Background: an optimization exercise with open tools, aiming at small area, a short achievable clock period and few clock cycles. Do not read the settings as production practice.
RTL that was checked went through simulation tests only; none was proved equivalent to the original.
Power is estimated from default activity; no workload was simulated.

## violet
// crc_codeword_packer_unit
module crc_codeword_packer_unit (
   input  logic        clock,
   input  logic        reset,
   input  logic        req_valid,
   output logic        req_ready,
   input  logic [7:0]  req_data_byte,
   output logic        rsp_valid,
   input  logic        rsp_ready,
   output logic [7:0]  rsp_out_byte,
   output logic        rsp_is_header,
   output logic        rsp_last_of_run,
   input  logic        csr_write_en,
   input  logic [1:0]  csr_index,
   input  logic [31:0] csr_wdata
);
clock: 16.0 ns
lec_check: 0
abc_clock_period_in_ps: 3000
cap_margin: 20
core_margin: 2
core_utilization: 70
cts_buf_list: sky130_fd_sc_hd__clkbuf_8
cts_cluster_size: 30
slew_margin: 20
standard.sh (not shown) runs the stock make flow with config.mk's settings and CLKGATE_MAP_FILE= SYNTH_SCRIPT=/design/flow/synth_recipe.tcl, a recipe that flattens the netlist after the stock synthesis.
==> flow/flow/run.sh <==
#!/bin/bash
# Standard layout, with the timing repair steps aiming for setup slack well
# above zero at the design's clock period, and clock tree synthesis without
# dummy loads.
set -euo pipefail
bash standard.sh SETUP_SLACK_MARGIN=11.5 \
  "CTS_ARGS=-sink_clustering_enable -repair_clock_nets -sink_clustering_size 30 -buf_list sky130_fd_sc_hd__clkbuf_8 -dont_use_dummy_load" \
  finish > standard_make.log 2>&1
The final layout from violet, which completed every stage, passed the timing, design-rule and antenna checks at the end of the flow.
Input-level comparison between zinc and violet:
--- a/flow/design.v
+++ b/flow/design.v
@@ -44,35 +44,33 @@
    input  logic [1:0]  csr_index,
    input  logic [31:0] csr_wdata
 );
    logic rst_ff;
    always_ff @(posedge clock) rst_ff <= reset;
    logic        isb;
    logic [15:0] poly;
-   logic [4:0]  r;              
-   logic [4:0]  r_w;
+   logic [4:0]  glen;
    logic [31:0] mreg;
-   always_comb begin
-      if (csr_wdata[4:0] == 5'd0)      r_w = 5'd0;
-      else if (csr_wdata[4:0] > 5'd17) r_w = 5'd16;
-      else                             r_w = csr_wdata[4:0] - 5'd1;
-   end
    always_ff @(posedge clock) begin
       if (csr_write_en && csr_index == 2'd0)      isb <= csr_wdata[0];
       else if (rst_ff)                             isb <= 1'b1;
       if (csr_write_en && csr_index == 2'd1)      poly <= csr_wdata[15:0];
       else if (rst_ff)                             poly <= 16'd13;
-      if (csr_write_en && csr_index == 2'd2)      r <= r_w;
-      else if (rst_ff)                             r <= 5'd3;
+      if (csr_write_en && csr_index == 2'd2)      glen <= csr_wdata[4:0];
+      else if (rst_ff)                             glen <= 5'd4;
       if (csr_write_en && csr_index == 2'd3)      mreg <= csr_wdata;
       else if (rst_ff)                             mreg <= 32'd1;
    end
+   logic [4:0]  r_c;
    logic [15:0] pal_c;
    always_comb begin
-      pal_c = (r == 5'd0) ? 16'd0 : (poly << (5'd16 - r));
+      if (glen == 5'd0)       r_c = 5'd0;
+      else if (glen > 5'd17)  r_c = 5'd16;
+      else                    r_c = glen - 5'd1;
+      pal_c = (r_c == 5'd0) ? 16'd0 : (poly << (5'd16 - r_c));
    end
    logic [7:0] cc;
    logic [7:0] qa;    
    logic [7:0] qn;
    always_comb begin
       cc = {pal_c[9], pal_c[10], pal_c[11], pal_c[12], pal_c[13], pal_c[14], pal_c[15], 1'b1};
       qa[0] = 1'b1;
@@ -89,52 +87,38 @@
       qn[3] = qa[3];
       qn[4] = qa[4] ^ cc[1];
       qn[5] = qa[5] ^ (qa[1] & cc[1]);
       qn[6] = qa[6] ^ (qa[2] & cc[1]);
       qn[7] = qa[7] ^ (qa[3] & cc[1]);
    end
    logic [15:0] pal;
+   logic [4:0]  r;
    logic [7:1]  qc;
    always_ff @(posedge clock) begin
       pal <= pal_c;
+      r   <= r_c;
       qc  <= qn[7:1];
    end
    logic       rdy_ff;
    logic       acc_ff;
    logic       hv, tv;
    logic [7:0] hb, tb;
    logic       hhd;           
    logic       hph;           
    logic       hst, tst;      
-   logic [31:0] n1;
+   logic [31:0] cnt;
    logic        cclr;          
    logic        mopen;
    assign req_ready = rdy_ff;
-   logic [31:0] n1_p1;
-   logic        ge_raw;
+   logic [31:0] cnt_e;
+   logic [32:0] cnt_p1;
    logic        eom_new;
-   logic [31:0] tg [6];
-   logic [31:0] te [6];
-   always_comb begin
-      for (int i = 0; i < 32; i++) begin
-         tg[0][i] = n1[i] & ~mreg[i];
-         te[0][i] = ~(n1[i] ^ mreg[i]);
-      end
-      for (int l = 1; l < 6; l++) begin
-         tg[l] = '0;
-         te[l] = '0;
-         for (int i = 0; i < (32 >> l); i++) begin
-            tg[l][i] = tg[l-1][2*i+1] | (te[l-1][2*i+1] & tg[l-1][2*i]);
-            te[l][i] = te[l-1][2*i+1] & te[l-1][2*i];
-         end
-      end
-      ge_raw  = tg[5][0] | te[5][0];
-      eom_new = cclr ? (mreg[31:1] == 31'd0) : ge_raw;
-      n1_p1   = {n1[31:1] & {31{~cclr}}, n1[0] | cclr} + {31'd0, acc_ff};
-   end
+   assign cnt_e   = cclr ? 32'd0 : cnt;
+   assign cnt_p1  = {1'b0, cnt_e} + {32'd0, acc_ff};
+   assign eom_new = cnt_p1 >= {1'b0, mreg};
    wire h_fresh = acc_ff & ~tv;
    wire t_fresh = acc_ff & tv;
    wire h_st    = h_fresh ? ~mopen  : hst;
    wire t_st    = t_fresh ? ~mopen  : tst;
    wire h_nhdr  = h_st & ~hhd;
    logic [7:0]  hb_src;
    logic [7:0]  fb_src;
@@ -297,15 +281,15 @@
          acc_ff <= 1'b0;
          hv     <= 1'b0;
          tv     <= 1'b0;
          cclr   <= 1'b1;
          mopen  <= 1'b0;
       end else begin
          acc_ff <= accept;
-         n1 <= n1_p1;
+         cnt <= cnt_p1[31:0];
          if (acc_ff) begin
             cclr  <= eom_new;
             mopen <= ~eom_new;
          end
          tv <= tv_n;
          hv <= hv_n;
       end
## What came out
Last weighted congestion value of the routability-driven placer was higher in violet than in zinc. zinc vs violet on overall fraction of global-route tracks in use: zinc is the lower one. Summary of zinc over violet: routed wire length dropped 610 µm; end-of-flow core utilization dropped 0.26 points; fraction of final layout cells sized beyond drive strength 1 dropped 2.1 points. Taking violet as the reference, in zinc total stage count of the critical path shows a reduction of 3; maximum clock frequency shows a reduction of 1.4 MHz; fraction of met2 tracks used by global routing shows an increase of 3.7 points; power consumption shows an increase of 220 µW. Taking violet as the reference, in zinc fraction of area in non-clock buffers dropped 0.44 points; number of instances in the synthesized netlist -21.
Testbench counts of zinc, summed over its fixed seeds: cycles 14,147.
No functional check of the RTL was part of violet.

-- what the ideal ports hide --
The flow's constraints put no driver on any port. The routed layouts listed below were extracted and timed again, unchanged, in two steps. Step 1 sets driving cells, clkbuf_16 on the clock port and buf_2 on the other inputs (assumed; they add their load-dependent delay and slew). Step 2 times the ports against the registers' clock, not the clock port: input delays grow and output delays shrink by t, the midpoint of the rising clock arrivals with the driver on. Slacks: ideal / step 1 / step 2; pairs: ideal / step 1.
| run | shift t [ns] | setup WS [ns] | worst setup path after step 2 | clock arrival spread, ns |
|---|---|---|---|---|
| violet | 0.502 | 11.560 / 11.579 / 11.076 | input to register | 0.043 / 0.043 |
| zinc | 0.488 | 11.532 / 11.550 / 11.062 | input to register | 0.046 / 0.046 |
After both steps setup and hold are still met in every run listed. For violet, which loses most, drivers alone change the setup slack by +0.019 ns; drivers and shift together by -0.484 ns.
